This is an optimization exercise on Yosys and OpenROAD, whose aim is small area, not a production implementation. Where RTL was checked, it was by simulation tests only, not by an equivalence proof against the original. For runs 1 and 2, only the layout was checked, not whether the RTL still works. Power figures rest on the tool's default switching activity, not on a simulated workload.

File: flow/run.sh
#!/bin/bash
# synth_recipe.tcl (not shown) runs the flow's synth.tcl, then flattens the netlist and writes it again
# the make line also repeats each setting of config.mk as NAME=value (left out here)
make -C /OpenROAD-flow-scripts/flow DESIGN_CONFIG=/design/flow/config.mk WORK_HOME=/design/flow/orfs CLKGATE_MAP_FILE= SYNTH_SCRIPT=/design/flow/synth_recipe.tcl finish
File: flow/config.mk
export PLATFORM = sky130hd
export DESIGN_NAME = ahb_bridge_front
export DESIGN_NICKNAME = ahb_bridge_front
export VERILOG_FILES = /design/flow/design.v
export SDC_FILE = /design/flow/constraint.sdc
export NUM_CORES = 4
export LEC_CHECK = 0
export CAP_MARGIN = 20
export CORE_MARGIN = 2
export CORE_UTILIZATION = 65
export PLACE_DENSITY = 0.75
export SLEW_MARGIN = 20
File: flow/constraint.sdc
create_clock -name core_clock -period 12.0 [get_ports {Hclk}]
set_input_delay 2.4000 -clock core_clock [delete_from_list [all_inputs] [get_ports {Hclk}]]
set_output_delay 2.4000 -clock core_clock [all_outputs]
set_load 0.01 [all_outputs]
File: flow/design.v
package ahb_pkg;
        typedef logic [31:0] word_t;
endpackage
package bridge_cfg_pkg;
        typedef logic [3:0] slave_sel_t;
endpackage
module ahb_bridge_front
(
        input  logic            Hclk,
        input  logic            Hresetn,
        input  logic [1:0]      Htrans,
        input  logic [2:0]      Hsize,
        input  logic [31:0]     Haddr,
        input  logic            Hwrite,
        input  logic [31:0]     Hwdata,
        input  logic            Hreadyin,
        input  logic            Hreadyout_in,
        output logic [1:0]      Hresp,
        output logic            Hreadyout,
        output logic [3:0]      Pselx_out,
        output logic            valid,
        output logic [31:0]     config_reg_data
);
        logic   cfg_hit;
        logic   active;
        logic   addr_phase;
        logic   cfg_wr;
        assign cfg_hit    = ~|Haddr[31:4] & (~Haddr[3] | ~|Haddr[2:0]);
        assign active     = Htrans[1];
        assign addr_phase = Hreadyin & active;
        assign cfg_wr     = Hwrite & cfg_hit;
        logic   err_e;
        logic   err_f;
        logic   p_idle;          
        logic   p_nonseq;        
        logic [2:0] p_size;
        logic   p_write;
        logic   oversize;
        logic   misaligned;
        logic   seq;
        logic   bad;
        logic   error;
        assign seq        = Htrans[1] & Htrans[0];
        assign oversize   = Hsize[2] | (Hsize[1] & Hsize[0]);
        assign misaligned = ~cfg_hit & ((Hsize[0] & Haddr[0]) | (Hsize[1] & (Haddr[1] | Haddr[0])));
        assign bad        = oversize | misaligned |
                            (seq & p_idle) |
                            (seq & p_nonseq & ((Hsize != p_size) | (Hwrite != p_write)));
        assign error      = addr_phase & ~err_e & bad;
        always_ff @(posedge Hclk or negedge Hresetn)
        begin
                if (!Hresetn)
                begin
                        err_e    <= 1'b0;
                        err_f    <= 1'b0;
                        p_idle   <= 1'b1;
                        p_nonseq <= 1'b0;
                end
                else
                begin
                        err_e    <= error | err_f;
                        err_f    <= error;
                        p_idle   <= (Htrans == 2'b00);
                        p_nonseq <= (Htrans == 2'b10);
                end
        end
        always_ff @(posedge Hclk)
        begin
                p_size  <= Hsize;
                p_write <= Hwrite;
        end
        assign Hresp     = {err_e, 1'b0};
        assign Hreadyout = err_e ? ~err_f : (cfg_wr | Hreadyout_in);
        assign valid     = Hreadyin & ~err_e & active & ~cfg_wr;
        logic [31:0]    base [0:3];
        logic [31:0]    len  [0:3];
        logic [3:0]     wr_tgt;          
        logic [3:0]     rd_sel;          
        logic [8:1]     wr_en;
        always_ff @(posedge Hclk or negedge Hresetn)
        begin
                if (!Hresetn)
                        wr_tgt <= 4'd0;
                else
                        wr_tgt <= (addr_phase & cfg_wr) ? Haddr[3:0] : 4'd0;
        end
        always_comb
        begin
                for (int k = 1; k < 8; k++)
                        wr_en[k] = ~err_e & (wr_tgt[2:0] == 3'(k));
                wr_en[8] = ~err_e & wr_tgt[3];
        end
        always_ff @(posedge Hclk or negedge Hresetn)
        begin
                if (!Hresetn)
                begin
                        base[0] <= 32'h8000_0000;
                        base[1] <= 32'h8400_0000;
                        base[2] <= 32'h8800_0000;
                        base[3] <= 32'h8C00_0000;
                        for (int i = 0; i < 4; i++)
                                len[i] <= 32'h0000_03FF;
                end
                else
                begin
                        for (int i = 0; i < 4; i++)
                        begin
                                if (wr_en[2 * i + 1])
                                        base[i] <= Hwdata;
                                if (wr_en[2 * i + 2])
                                        len[i] <= Hwdata;
                        end
                end
        end
        always_ff @(posedge Hclk or negedge Hresetn)
        begin
                if (!Hresetn)
                        rd_sel <= 4'd0;
                else if (Hreadyin)
                        rd_sel <= (active & ~Hwrite & cfg_hit) ? Haddr[3:0] : 4'd0;
        end
        always_comb
        begin
                if (rd_sel[3])
                        config_reg_data = len[3];
                else
                        case (rd_sel[2:0])
                        3'd1:    config_reg_data = base[0];
                        3'd2:    config_reg_data = len[0];
                        3'd3:    config_reg_data = base[1];
                        3'd4:    config_reg_data = len[1];
                        3'd5:    config_reg_data = base[2];
                        3'd6:    config_reg_data = len[2];
                        3'd7:    config_reg_data = base[3];
                        default: config_reg_data = 32'd0;
                        endcase
        end
        function automatic logic [1:0] carry_tree(input logic [31:0] g, input logic [31:0] p);
                logic [31:0] gg;
                logic [31:0] pp;
                gg = g;
                pp = p;
                for (int w = 1; w < 32; w = w * 2)
                        for (int i = 0; i < 32; i = i + 2 * w)
                        begin
                                gg[i] = gg[i + w] | (pp[i + w] & gg[i]);
                                pp[i] = pp[i + w] & pp[i];
                        end
                carry_tree = {gg[0], pp[0]};
        endfunction
        logic [31:0]    naddr;
        assign naddr = ~Haddr;
        for (genvar i = 0; i < 4; i++)
        begin : g_dec
                logic [31:0]    s;       
                logic [31:0]    k;       
                logic [31:0]    kk;
                logic [1:0]     lo;
                logic [1:0]     hi;
                assign s  = base[i] ^ len[i] ^ naddr;
                assign k  = (base[i] & len[i]) | (base[i] & naddr) | (len[i] & naddr);
                assign kk = {k[30:0], 1'b0};
                assign lo = carry_tree(Haddr & ~base[i], Haddr | ~base[i]);
                assign hi = carry_tree(s & kk, s | kk);
                assign Pselx_out[i] = (lo[1] | lo[0]) & (k[31] | hi[1]);
        end
endmodule
==> results.py, run 1 <==
metrics = {
    "timing": {
        "fmax_mhz": 112,
        "min_period_over_period": 0.747,
        "setup_viol": 0,
        "slew_violations": 0,
        "tns_ps": 0,
        "rsz0062_at_grt": "false",
        "finClkSkew_ps": 15.6,
        "whs_ps": 475,
        "post-route-min-period_ps": 8960,
        "worst_pin_slew_ps": 1170,
        "max-slew-margin-rel": 0.201,
        "layout_setup_ws_ps": 3040,
        "finalHoldViolations": 0,
    },
    "synth": {
        "yosysSeqAreaShare": 0.370,
        "synth-edff-count": 0,
        "mappedNetlistArea_mm2": 0.0185,
        "synth_ff_type": "dfrtp_1",
        "synthTopCellsByArea": "dfrtp_1 30%, mux2_2 14%, fa_1 13%, dfstp_2 7.0%, o21ai_0 3.2%",
        "synth_cell_types": 71,
        "ys_async_sr_fraction": 0.985,
        "syn_inst": 1724,
        "synth_area_leader_cell": "dfrtp_1",
        "ys.warnings.count": 3,
        "avgSynthCellArea_um2": 10.7,
        "ys_ff_latch": 272,
        "synth_top_area_share": 0.296,
        "syn-num-nets": 1922,
    },
    "worst_setup_path": {
        "critPathLaunchType": "input pin",
        "crit_top_cell": "clkdlybuf4s50_1",
        "worstPathRequired_ps": 9600,
        "path_cells": "clkdlybuf4s50_1 > clkinv_1 > a22o_1 > a211o_1 > a2111oi_0 > nand4_1 > or3_1 > a32oi_1 > clkdlybuf4s50_1",
        "critical_path_class": "in -> out",
        "path_max_fanout": 12,
        "critical_path_buf_inv_count": 3,
        "worstSetupEndpointType": "output port",
        "cp_top_family": "compound AO/OA/AOI/OAI gates",
        "arrival_ps": 6560,
        "slowest_delay_ps": 1010,
        "crit_slowest_cell": "a2111oi_0",
    },
    "floorplan": {
        "start_util": 0.662,
        "die_h_um": 173,
        "ioPinCount": 114,
        "rows": 61,
        "die_area_mm2": 0.0298,
        "core_area_mm2": 0.0279,
        "die_x_um": 173,
    },
    "clock_tree": {
        "cts_sinks": 272,
        "cts_tree": "built",
        "clk_pin_slew_ps": 60,
        "cts_hold_buf": 0,
        "clk-insertion-delay-late_ps": 580,
        "cts_resized": 0,
        "cts_setup_buffers": 0,
        "cts_root_buf": "clkbuf_16",
        "htreeDepth": 1,
        "cts-buffers-inserted": 29,
        "clock_path_buffers": 3,
    },
    "pwr": {
        "intPower_mw": 1.55,
        "p_per_area_mw_per_mm2": 99.3,
        "swShare": 0.257,
        "p_sw_mw": 0.535,
        "power.static_leakage_nw": 8.81,
        "combPwrFrac": 0.113,
        "p_seq_frac": 0.451,
        "peakVddDrop_v": 0.000110,
        "pwr-share-clk": 0.437,
    },
    "routing": {
        "wl_per_cell_um": 27.8,
        "drtIter0Drc": 1901,
        "dr.pass1.iters": 8,
        "viasPerCell": 7.14,
        "wl_um": 61500,
        "ant_nets": 0,
        "drc": 0,
        "vias": 15811,
    },
    "cells_and_area": {
        "nNetsFinal": 2013,
        "mostFrequentLayoutCell": "mux2_2",
        "syn_to_final_growth_pct": 13.3,
        "final_util": 0.750,
        "n_fill_cell": 1958,
        "postLayoutCellArea_mm2": 0.0210,
        "antennaDiodeCount": 0,
        "drive_gt1_frac": 0.208,
        "layout_common_cells": "228 x mux2_2, 216 x dfrtp_1, 148 x nand2_1",
    },
    "place": {
        "place.gp.congestion": 1.01,
        "post-place-ws_ps": 3150,
        "port_buffers": 112,
        "placed_cell_area_mm2": 0.0200,
        "hpwl_um": 42400,
    },
    "hold_path": {
        "hold_class": "reg -> reg",
    },
    "global_routing": {
        "grt_max_degree": 148,
        "grt-ovfl-total": 0,
        "grt_pass1_wl_um": 93600,
        "grt_antenna_before_repair": 0,
        "grt_usage": 0.409,
        "grt_pass1_vias": 15623,
    },
    "job": {
        "drv_cap": 0,
    },
    "status": {
        "status": "finished clean",
    },
}
## final cells by class
| cell class | instances | area [um2] | share of cell area |
|---|---|---|---|
| Multi-Input combinational cell | 1274 | 11000 | 0.526 |
| Inverter | 112 | 420 | 0.0201 |
| Clock buffer | 46 | 860 | 0.0410 |
| Clock inverter | 6 | 86.3 | 0.00412 |
| Timing Repair Buffer | 126 | 1240 | 0.0593 |
| Sequential cell | 272 | 6850 | 0.327 |
| Tap cell | 378 | 473 | 0.0226 |
## sequential cells by signal, indices dropped and copies added (netlist names)
name	flops
base	128
err_e	1
err_f	1
len	128
p_idle	1
p_nonseq	1
p_size	3
p_write	1
rd_sel	4
wr_tgt	4
## cells by family (layout without fill, tap and decap cells)
family          Yosys count  count (layout)  synth area share
simple gates            380             380            0.0933
other cells               1               1          0.000203
mux                     268             268             0.174
buf+inv                 178             290            0.0365
flops                   272             272             0.370
fa+ha+maj               175             175             0.162
xor+xnor                  2               2          0.000947
compound gates          448             448             0.163
## worst paths after layout
| path | from | end | slack [ps] | cells after the start |
|---|---|---|---|---|
| max | Haddr[30] | Pselx_out[0] | 3040 | 9 |
| min | err_f | err_e | 470 | 1 |
| max reg2reg | err_e | base[3][21] | 9630 | 4 |
| min reg2reg | err_f | err_e | 470 | 1 |
| max in group asynchronous | Hresetn | rd_sel[0] | 8700 | 2 |
| min in group asynchronous | Hresetn | len[3][11] | 1880 | 1 |
## layer usage
metal | wire length (um) | share of wire | track usage
met1 | 23900 | 0.39 | 0.573
met2 | 28300 | 0.46 | 0.638
met3 | 6460 | 0.10 | 0.0710
met4 | 2890 | 0.047 | 0.174
met5 | 0 | 0 | 0
## power by group through the flow
stage	registers, mW	logic [mW]	clock network (mW)
finish	0.938	0.235	0.909
global route	0.939	0.255	0.947
CTS	0.938	0.231	0.911
detailed placement	0.954	0.228	0
global placement	0.953	0.225	0
floorplan	0.949	0.122	0
## synth_stat cells (20+ instances only)
master,number
o21ai_0,119
fa_1,124
nor2_1,91
nor2b_1,26
clkbuf_1,52
nand2b_1,33
mux2_2,228
a221oi_1,40
a21oi_1,62
mux4_2,20
a22oi_1,21
maj3_1,47
mux2i_1,20
nand2_1,148
a31oi_1,22
dfstp_2,49
o22ai_1,53
dfrtp_1,219
inv_1,103
o31ai_1,22
nor3_1,34
## per-stage QoR
step                cells  power, mW
CTS                  2214       2.08
finish               2214       2.08
floorplan            1724       1.07
detailed placement   2162       1.18
global route         2214       2.14
global placement     2162       1.18
==> run 2, diff against run 1 <==
==> flow/flow/run.sh (new file) <==
#!/bin/bash
# Standard layout, with the port buffers taken as the smallest buffer cell.
set -euo pipefail
export BUFFER_PORTS_ARGS="-buffer_cell sky130_fd_sc_hd__buf_1"
bash standard.sh finish > standard_flow.log 2>&1
==> flow/standard.sh (new file) <==
#!/bin/bash
# synth_recipe.tcl (not shown) runs the flow's synth.tcl, then flattens the netlist and writes it again
# the make line also repeats each setting of config.mk as NAME=value (left out here)
make -C /OpenROAD-flow-scripts/flow DESIGN_CONFIG=/design/flow/config.mk WORK_HOME=/design/flow/orfs CLKGATE_MAP_FILE= SYNTH_SCRIPT=/design/flow/synth_recipe.tcl "${@:-finish}"
--- a/flow/config.mk
+++ b/flow/config.mk
@@ -10,2 +10,3 @@
 export CORE_UTILIZATION = 65
+export CTS_BUF_LIST = sky130_fd_sc_hd__clkbuf_4 sky130_fd_sc_hd__clkbuf_8
 export PLACE_DENSITY = 0.75
removed: flow/run.sh
==> run 2 against run 1 <==
  * Critical path type unchanged
  * Flip-flop and latch count did not move
  * Synthesized area did not move
  * Setup slack improved by 790 ps
  * Fmax rose by 9.7%
  * Highest routed layer unchanged
  * Clock power fell by 2.8%
  * Die area did not move
  * Hold slack improved by 15 ps
  * Critical path depth rose by 2
  * Critical endpoint is now Pselx_out[1]
==> results.py, run 2 <==
metrics = {
    "status": {
        "status": "finished clean",
    },
    "floorplan": {
        "core_area_mm2": 0.0279,
        "ioPinCount": 114,
        "rows": 61,
        "die_x_um": 173,
        "die_h_um": 173,
        "die_area_mm2": 0.0298,
        "start_util": 0.662,
    },
    "clock_tree": {
        "cts_sinks": 272,
        "cts_setup_buffers": 0,
        "clk-insertion-delay-late_ps": 600,
        "clk_pin_slew_ps": 60,
        "cts_hold_buf": 0,
        "htreeDepth": 2,
        "cts_tree": "built",
        "cts_root_buf": "clkbuf_8",
        "clock_path_buffers": 3,
        "cts_resized": 0,
        "cts-buffers-inserted": 45,
    },
    "place": {
        "placed_cell_area_mm2": 0.0193,
        "hpwl_um": 41900,
        "port_buffers": 112,
        "place.gp.congestion": 1.03,
        "dpl.cell_count": 2166,
    },
    "synth": {
        "muxShareOfSynthArea": 0.174,
        "yosys-top-cells-count": "228 x mux2_2, 219 x dfrtp_1, 148 x nand2_1",
        "synth.most_common_cell": "mux2_2",
        "avgSynthCellArea_um2": 10.7,
        "synth-edff-count": 0,
        "synth_cell_types": 71,
        "synth_simple_gate_area_frac": 0.0933,
        "synth_top_family_by_area": "multiplexers",
        "synth_xor_area_frac": 0.000947,
        "ys_ff_latch": 272,
        "synth_adder_area_share": 0.162,
        "ys_async_sr_fraction": 0.985,
        "syn-num-nets": 1922,
        "synth_top_area_share": 0.296,
        "mappedNetlistArea_mm2": 0.0185,
        "synth_area_leader_cell": "dfrtp_1",
        "syn_inst": 1724,
        "synth_compound_area_frac": 0.163,
        "synth_ff_type": "dfrtp_1",
        "ys.warnings.count": 3,
        "synthTopCellsByArea": "dfrtp_1 30%, mux2_2 14%, fa_1 13%, dfstp_2 7.0%, o21ai_0 3.2%",
        "yosysSeqAreaShare": 0.370,
    },
    "cells_and_area": {
        "n_fill_cell": 2107,
        "mostFrequentLayoutCell": "mux2_2",
        "drive_gt1_frac": 0.227,
        "final_cells": 2250,
        "largest_registers": "base x128, len x128",
        "postLayoutCellArea_mm2": 0.0203,
        "layout_common_cells": "228 x mux2_2, 216 x dfrtp_1, 148 x nand2_1",
        "syn_to_final_growth_pct": 9.82,
        "multi_input_area_mm2": 0.0110,
        "regArea_mm2": 0.00685,
        "nNetsFinal": 2033,
    },
    "hold_path": {
        "hold_depth": 1,
        "hp-start": "err_f",
        "hold_class": "reg -> reg",
        "worstHoldEndpoint": "err_e",
    },
    "worst_setup_path": {
        "r2r-end": "base[3][25]",
        "worstPathRequired_ps": 9600,
        "critical_path_class": "in -> out",
        "arrival_ps": 5770,
        "r2r_slack_ps": 9720,
        "path_max_fanout": 9,
        "crit_top_cell": "buf_1",
        "slowest_delay_ps": 790,
        "worstSetupEndpointType": "output port",
        "crit_slowest_cell": "a2111oi_0",
        "path_cells": "buf_1 > inv_1 > fa_1 > nor2_1 > nor3_1 > o2111ai_1 > a221o_1 > a2111oi_0 > a2111oi_4 > a21oi_2 > buf_1",
        "r2r_start": "err_e",
        "critPathLaunchType": "input pin",
        "rr_worst_depth": 4,
    },
    "global_routing": {
        "grt-ovfl-total": 0,
        "grt_antenna_before_repair": 4,
        "grt_pass1_vias": 15554,
        "grt_usage": 0.409,
        "grt_max_degree": 174,
        "grt_pass1_wl_um": 92700,
    },
    "timing": {
        "tns_ps": 0,
        "fmax_mhz": 122,
        "whs_ps": 490,
        "slew_violations": 0,
        "rsz0062_at_grt": "false",
        "finClkSkew_ps": 24.0,
        "setup_viol": 0,
        "finalHoldViolations": 0,
        "worst_pin_slew_ps": 1110,
        "min_period_over_period": 0.681,
        "post-route-min-period_ps": 8170,
        "max-slew-margin-rel": 0.239,
    },
    "pwr": {
        "p_seq_frac": 0.460,
        "p_sw_mw": 0.546,
        "swShare": 0.268,
        "power.static_leakage_nw": 8.61,
        "peakVddDrop_v": 0.000105,
        "combPwrFrac": 0.106,
        "intPower_mw": 1.49,
        "pwr-share-clk": 0.434,
        "p_per_area_mw_per_mm2": 100,
    },
    "routing": {
        "dr.pass1.iters": 6,
        "wl_per_cell_um": 27.0,
        "viasPerCell": 6.89,
        "vias": 15498,
        "drc": 0,
        "wl_um": 60800,
        "drtIter0Drc": 1634,
        "ant_nets": 0,
    },
    "job": {
        "drv_cap": 0,
    },
}
-- run 2: how the worst max path moves through the flow --
stage / cells after the start / slack, ps / from / endpoint
6_report: 11 / 3830 / Haddr[19] / Pselx_out[1]
5_1_grt: 11 / 3630 / Haddr[18] / Pselx_out[1]
4_1_cts: 12 / 3860 / Haddr[24] / Pselx_out[1]
3_5_place_dp: 12 / 3870 / Haddr[24] / Pselx_out[1]
3_3_place_gp: 12 / 3920 / Haddr[24] / Pselx_out[1]
2_1_floorplan: 10 / 4390 / Haddr[24] / Pselx_out[1]
-- run 2: logic make-up after synthesis --
logic type               count (synthesis)
multiplexers                           268
adder cells (fa/ha/maj)                175
buffers and inverters                  178
AND/OR/NAND/NOR                        380
flip-flops                             272
XOR/XNOR                                 2
AO/OA/AOI/OAI                          448
other                                    1
-- run 2: area by class of cell --
type | instances | area share
Clock buffer | 78 | 0.0467
Multi-Input combinational cell | 1274 | 0.542
Clock inverter | 4 | 0.00111
Antenna cell | 2 | 0.000246
Tap cell | 378 | 0.0233
Inverter | 112 | 0.0207
Sequential cell | 272 | 0.337
Timing Repair Buffer | 130 | 0.0281
-- run 2: metal layers --
layer	GRT usage	wire (um)	share of wire
met1	0.555	23500	0.39
met2	0.633	27600	0.45
met3	0.100	6670	0.11
met4	0.179	2960	0.049
met5	0	0	0
-- run 2: metrics by stage --
| step | setup WS [ps] | power, mW | utilization |
|---|---|---|---|
| final | 3830 | 2.04 | 0.727 |
| after global routing | 3630 | 2.11 | 0.727 |
| after CTS | 3860 | 2.04 | 0.727 |
| after detailed placement | 3870 | 1.16 | 0.692 |
| after global placement | 3920 | 1.16 | 0.692 |
| after floorplan | 4390 | 1.07 | - |
-- run 2: critical path, delay by kind of cell --
kind	cells	cell delay, ps
buffers and inverters	3	780
and+or+nand+nor	2	300
AOI/OAI and AO/OA	5	1640
adders and majority gates	1	650
-- run 2: power groups by stage --
stage	combinational [mW]	clock (mW)	sequential, mW
3_5_place_dp	0.210	0	0.954
4_1_cts	0.212	0.889	0.938
5_1_grt	0.236	0.931	0.939
3_3_place_gp	0.208	0	0.954
6_report	0.216	0.884	0.939
2_1_floorplan	0.122	0	0.949
==> run 3, diff against run 2 <==
--- a/flow/design.v
+++ b/flow/design.v
@@ -92,2 +92,7 @@
         end
+        logic [3:0]     rst_f;
+        logic [31:0]    base_r [0:3];
+        logic [31:0]    len_r  [0:3];
+        logic [31:0]    bus_b;
+        logic [31:0]    bus_l;
         always_ff @(posedge Hclk or negedge Hresetn)
@@ -95,19 +100,27 @@
                 if (!Hresetn)
+                        rst_f <= 4'hF;
+                else
+                        for (int i = 0; i < 4; i++)
+                                if (wr_en[2 * i + 1] | wr_en[2 * i + 2])
+                                        rst_f[i] <= 1'b0;
+        end
+        assign bus_l = wr_tgt[0] ? 32'h0000_03FF : Hwdata;
+        assign bus_b = wr_tgt[0] ? Hwdata :
+                       {4'b1000, wr_tgt[3] | (wr_tgt[2] & wr_tgt[1]), wr_tgt[3] | (wr_tgt[2] & ~wr_tgt[1]), 26'd0};
+        always_ff @(posedge Hclk)
+        begin
+                for (int i = 0; i < 4; i++)
                 begin
-                        base[0] <= 32'h8000_0000;
-                        base[1] <= 32'h8400_0000;
-                        base[2] <= 32'h8800_0000;
-                        base[3] <= 32'h8C00_0000;
-                        for (int i = 0; i < 4; i++)
-                                len[i] <= 32'h0000_03FF;
+                        if (wr_en[2 * i + 1] | (wr_en[2 * i + 2] & rst_f[i]))
+                                base_r[i] <= bus_b;
+                        if (wr_en[2 * i + 2] | (wr_en[2 * i + 1] & rst_f[i]))
+                                len_r[i] <= bus_l;
                 end
-                else
+        end
+        always_comb
+        begin
+                for (int i = 0; i < 4; i++)
                 begin
-                        for (int i = 0; i < 4; i++)
-                        begin
-                                if (wr_en[2 * i + 1])
-                                        base[i] <= Hwdata;
-                                if (wr_en[2 * i + 2])
-                                        len[i] <= Hwdata;
-                        end
+                        base[i] = rst_f[i] ? {4'b1000, 2'(i), 26'd0} : base_r[i];
+                        len[i]  = rst_f[i] ? 32'h0000_03FF : len_r[i];
                 end
@@ -121,17 +134,29 @@
         end
+        logic [8:1]     rsel;
+        logic [8:1]     rsel_r;          
+        logic [8:1]     rsel_c;          
+        logic [31:0]    rd_regs;
+        logic [31:0]    rd_const;
         always_comb
         begin
-                if (rd_sel[3])
-                        config_reg_data = len[3];
-                else
-                        case (rd_sel[2:0])
-                        3'd1:    config_reg_data = base[0];
-                        3'd2:    config_reg_data = len[0];
-                        3'd3:    config_reg_data = base[1];
-                        3'd4:    config_reg_data = len[1];
-                        3'd5:    config_reg_data = base[2];
-                        3'd6:    config_reg_data = len[2];
-                        3'd7:    config_reg_data = base[3];
-                        default: config_reg_data = 32'd0;
-                        endcase
+                for (int k = 1; k < 8; k++)
+                        rsel[k] = ~rd_sel[3] & (rd_sel[2:0] == 3'(k));
+                rsel[8] = rd_sel[3];
+                for (int i = 0; i < 4; i++)
+                begin
+                        rsel_r[2 * i + 1] = rsel[2 * i + 1] & ~rst_f[i];
+                        rsel_r[2 * i + 2] = rsel[2 * i + 2] & ~rst_f[i];
+                        rsel_c[2 * i + 1] = rsel[2 * i + 1] & rst_f[i];
+                        rsel_c[2 * i + 2] = rsel[2 * i + 2] & rst_f[i];
+                end
+                rd_regs = '0;
+                for (int i = 0; i < 4; i++)
+                        rd_regs = rd_regs | ({32{rsel_r[2 * i + 1]}} & base_r[i])
+                                          | ({32{rsel_r[2 * i + 2]}} & len_r[i]);
+                rd_const        = '0;
+                rd_const[31]    = rsel_c[1] | rsel_c[3] | rsel_c[5] | rsel_c[7];
+                rd_const[27]    = rsel_c[5] | rsel_c[7];
+                rd_const[26]    = rsel_c[3] | rsel_c[7];
+                rd_const[9:0]   = {10{rsel_c[2] | rsel_c[4] | rsel_c[6] | rsel_c[8]}};
+                config_reg_data = rd_regs | rd_const;
         end
@@ -151,3 +176,8 @@
         logic [31:0]    naddr;
-        assign naddr = ~Haddr;
+        logic           rst_win;
+        logic [3:0]     rst_hit;         
+        assign naddr   = ~Haddr;
+        assign rst_win = (Haddr[31:28] == 4'b1000) & (Haddr[25:10] == 16'd0) & ~&Haddr[9:0];
+        for (genvar i = 0; i < 4; i++)
+                assign rst_hit[i] = rst_win & (Haddr[27:26] == 2'(i));
         for (genvar i = 0; i < 4; i++)
@@ -159,8 +189,10 @@
                 logic [1:0]     hi;
-                assign s  = base[i] ^ len[i] ^ naddr;
-                assign k  = (base[i] & len[i]) | (base[i] & naddr) | (len[i] & naddr);
+                logic           dec;
+                assign s  = base_r[i] ^ len_r[i] ^ naddr;
+                assign k  = (base_r[i] & len_r[i]) | (base_r[i] & naddr) | (len_r[i] & naddr);
                 assign kk = {k[30:0], 1'b0};
-                assign lo = carry_tree(Haddr & ~base[i], Haddr | ~base[i]);
+                assign lo = carry_tree(Haddr & ~base_r[i], Haddr | ~base_r[i]);
                 assign hi = carry_tree(s & kk, s | kk);
-                assign Pselx_out[i] = (lo[1] | lo[0]) & (k[31] | hi[1]);
+                assign dec = (lo[1] | lo[0]) & (k[31] | hi[1]);
+                assign Pselx_out[i] = rst_f[i] ? rst_hit[i] : dec;
         end
==> flow/run.sh (new file) <==
#!/bin/bash
# synth_recipe.tcl (not shown) runs the flow's synth.tcl, then flattens the netlist and writes it again
# the make line also repeats each setting of config.mk as NAME=value (left out here)
make -C /OpenROAD-flow-scripts/flow DESIGN_CONFIG=/design/flow/config.mk WORK_HOME=/design/flow/orfs CLKGATE_MAP_FILE= SYNTH_SCRIPT=/design/flow/synth_recipe.tcl finish
--- a/flow/config.mk
+++ b/flow/config.mk
@@ -10,3 +10,2 @@
 export CORE_UTILIZATION = 65
-export CTS_BUF_LIST = sky130_fd_sc_hd__clkbuf_4 sky130_fd_sc_hd__clkbuf_8
 export PLACE_DENSITY = 0.75
removed: flow/flow/run.sh
removed: flow/standard.sh
==> run 3 against run 2 <==
  * Hold slack worse by 17 ps
  * Synthesized cell count is 15% lower
  * Final area is 3.1% lower
  * Clock power is 3.6% higher
  * Via count is 8.8% lower
  * Critical endpoint is now Pselx_out[2]
  * Utilization is 3.3 points higher
  * Global-route usage is 0.24 points higher
  * Synthesized area is 7.7% lower
  * Flip-flop and latch count is 4 higher
  * Register-to-register slack worse by 620 ps
==> results.py, run 3 <==
metrics = {
    "global_routing": {
        "grt_antenna_before_repair": 0,
        "grt_pass1_wl_um": 85500,
        "grt-ovfl-total": 0,
        "grt_usage": 0.411,
        "grt_max_degree": 71,
        "grt_pass1_vias": 14255,
    },
    "timing": {
        "max-slew-margin-rel": 0.193,
        "finalHoldViolations": 0,
        "worst_pin_slew_ps": 1190,
        "tns_ps": 0,
        "slew_violations": 0,
        "min_period_over_period": 0.802,
        "post-route-min-period_ps": 9620,
        "finClkSkew_ps": 17.8,
        "setup_viol": 0,
        "fmax_mhz": 104,
        "rsz0062_at_grt": "false",
    },
    "cells_and_area": {
        "antennaDiodeCount": 0,
        "n_fill_cell": 1703,
        "postLayoutCellArea_mm2": 0.0197,
        "syn_to_final_growth_pct": 15.3,
        "largest_registers": "base_r x128, len_r x128",
        "layout_common_cells": "256 x edfxtp_1, 124 x fa_1, 112 x clkdlybuf4s50_1",
        "mostFrequentLayoutCell": "edfxtp_1",
        "drive_gt1_frac": 0.0713,
        "nNetsFinal": 1776,
    },
    "clock_tree": {
        "cts_root_buf": "clkbuf_16",
        "clk_pin_slew_ps": 60,
        "cts_tree": "built",
        "cts_setup_buffers": 0,
        "cts_sinks": 276,
        "cts_resized": 0,
        "clk-insertion-delay-late_ps": 560,
        "htreeDepth": 1,
        "clock_path_buffers": 3,
        "cts-buffers-inserted": 29,
        "cts_hold_buf": 0,
    },
    "status": {
        "status": "finished clean",
    },
    "routing": {
        "viasPerCell": 7.31,
        "ant_nets": 0,
        "drtIter0Drc": 2258,
        "dr.pass1.iters": 8,
        "wl_per_cell_um": 29.4,
        "vias": 14139,
        "wl_um": 56800,
        "drc": 0,
    },
    "synth": {
        "synth_ff_type": "edfxtp_1",
        "ys_async_sr_fraction": 0.0580,
        "syn-num-nets": 1655,
        "ys.warnings.count": 5,
        "yosysSeqAreaShare": 0.479,
        "mappedNetlistArea_mm2": 0.0171,
        "syn_inst": 1457,
        "synth_area_leader_cell": "edfxtp_1",
        "synthTopCellsByArea": "edfxtp_1 45%, fa_1 15%, a22oi_1 3.6%, maj3_1 2.9%, nor2_1 2.1%",
        "synth_cell_types": 63,
        "avgSynthCellArea_um2": 11.7,
        "synth-edff-count": 256,
        "yosys-top-cells-count": "256 x edfxtp_1, 124 x fa_1, 97 x nor2_1",
        "synth_top_area_share": 0.450,
        "ys_ff_latch": 276,
        "synth.most_common_cell": "edfxtp_1",
    },
    "worst_setup_path": {
        "cp_top_family": "buffers and inverters",
        "worstSetupEndpointType": "output port",
        "path_max_fanout": 11,
        "worstPathRequired_ps": 9600,
        "crit_top_cell": "nor2_1",
        "arrival_ps": 7220,
        "path_cells": "clkdlybuf4s50_1 > clkinv_1 > fa_1 > nor2_1 > or3_1 > nor2_1 > o221ai_1 > nor4_1 > o21ai_0 > a31oi_1 > nor2_1 > a2111oi_0 > clkdlybuf4s50_1",
        "critPathLaunchType": "input pin",
        "crit_slowest_cell": "a2111oi_0",
        "critical_path_class": "in -> out",
        "slowest_delay_ps": 840,
        "critical_path_buf_inv_count": 3,
    },
    "pwr": {
        "power.static_leakage_nw": 6.92,
        "p_per_area_mw_per_mm2": 109,
        "peakVddDrop_v": 0.000152,
    },
    "floorplan": {
        "start_util": 0.659,
        "die_area_mm2": 0.0276,
        "rows": 59,
        "ioPinCount": 114,
        "core_area_mm2": 0.0259,
        "die_x_um": 166,
        "die_h_um": 166,
    },
    "job": {
        "drv_cap": 0,
    },
    "place": {
        "port_buffers": 112,
        "placed_cell_area_mm2": 0.0187,
        "hpwl_um": 40800,
        "place.gp.congestion": 0.993,
    },
    "hold_path": {
        "hold_class": "reg -> reg",
    },
}
## run 3: changes by cell type after synthesis, moves of 20 or more
cell and change:
dfrtp_1 -208, nand3_1 +21, and2_1 +27, dfstp_2 -44
nand2_1 -94, edfxtp_1 +256, mux2_2 -228, o21ai_0 -50
a22o_1 +30, mux4_2 -20, a22oi_1 +61
## run 3: through the flow
step	instances	utilization	hold slack [ps]	setup slack, ps	power, mW
2_1_floorplan	1457	-	440	4470	1.17
3_3_place_gp	1882	0.722	454	2580	1.24
3_5_place_dp	1882	0.722	467	2560	1.25
4_1_cts	1935	0.760	477	2530	2.14
5_1_grt	1935	0.760	495	2290	2.20
6_report	1935	0.760	473	2380	2.15
## run 3: power by group
group / switching, mW / internal [mW]
combinational: 0.110 / 0.0782
clock: 0.386 / 0.530
sequential: 0.00310 / 1.04
## run 3: layout make-up
class / instances / area, um2 / share of cell area
multi-input combinational: 1029 / 8430 / 0.428
sequential: 276 / 8180 / 0.415
timing repair buffer: 135 / 1290 / 0.0657
clock buffer: 33 / 741 / 0.0376
tap: 335 / 419 / 0.0213
inverter: 107 / 402 / 0.0204
clock inverter: 20 / 224 / 0.0114
## run 3: cell families (layout without fill, tap and decap cells)
logic type	Yosys count	after routing	synth area share
other	1	1	0.000220
and+or+nand+nor	381	381	0.115
muxes	2	2	0.00117
xor gates and xnor gates	2	2	0.00103
adders and majority gates	179	179	0.178
buffers and inverters	152	295	0.0339
AOI/OAI and AO/OA	464	464	0.192
DFF	276	276	0.479
## run 3: routing by layer
layer / vias to the layer above / part of all wire / GRT usage
met4: 0 / 0.052 / 0.187
li1: 5881 / - / -
met1: 6843 / 0.36 / 0.555
met2: 1195 / 0.45 / 0.638
met5: - / 0 / 0
met3: 220 / 0.14 / 0.104
## run 3: final timing paths
check | from | endpoint | slack, ps | cells past startpoint
max | Haddr[30] | Pselx_out[2] | 2380 | 13
min | err_f | err_e | 470 | 1
max reg2reg | wr_tgt[0] | len_r[3][30] | 9100 | 5
min reg2reg | err_f | err_e | 470 | 1
max in group asynchronous | Hresetn | wr_tgt[0] | 9250 | 1
min in group asynchronous | Hresetn | err_e | 2260 | 1

-- port drivers added, routing unchanged --
How much do the figures lean on ideal ports? The routed layouts below were timed once more, with nothing changed but the port constraints.
Step 1, drivers: a clkbuf_16 drives Hclk and a buf_2 each remaining input, both assumed.
Step 2 times the ports against the registers' clock, not the clock port: input delays grow and output delays shrink by t, the midpoint of the rising clock arrivals with the driver on.
Slacks: ideal ports / drivers / drivers and shift; pairs: ideal ports / drivers.
| run | t, ns | setup WS [ns] | worst setup path after step 2 | clock arrival spread, ns | slew at the worst register clock pin (ns) |
|---|---|---|---|---|---|
| run 1 | 0.625 | 3.041 / 3.019 / 3.019 | input to output | 0.017 / 0.017 | 0.07 / 0.07 |
| run 2 | 0.632 | 3.831 / 3.802 / 3.802 | input to output | 0.044 / 0.044 | 0.07 / 0.07 |
| run 3 | 0.611 | 2.377 / 2.331 / 2.331 | input to output | 0.026 / 0.026 | 0.07 / 0.07 |
After both steps every run listed still meets setup and hold. The setup slack of run 3, which loses most, moves by -0.046 ns with the drivers and by -0.046 ns with both steps.
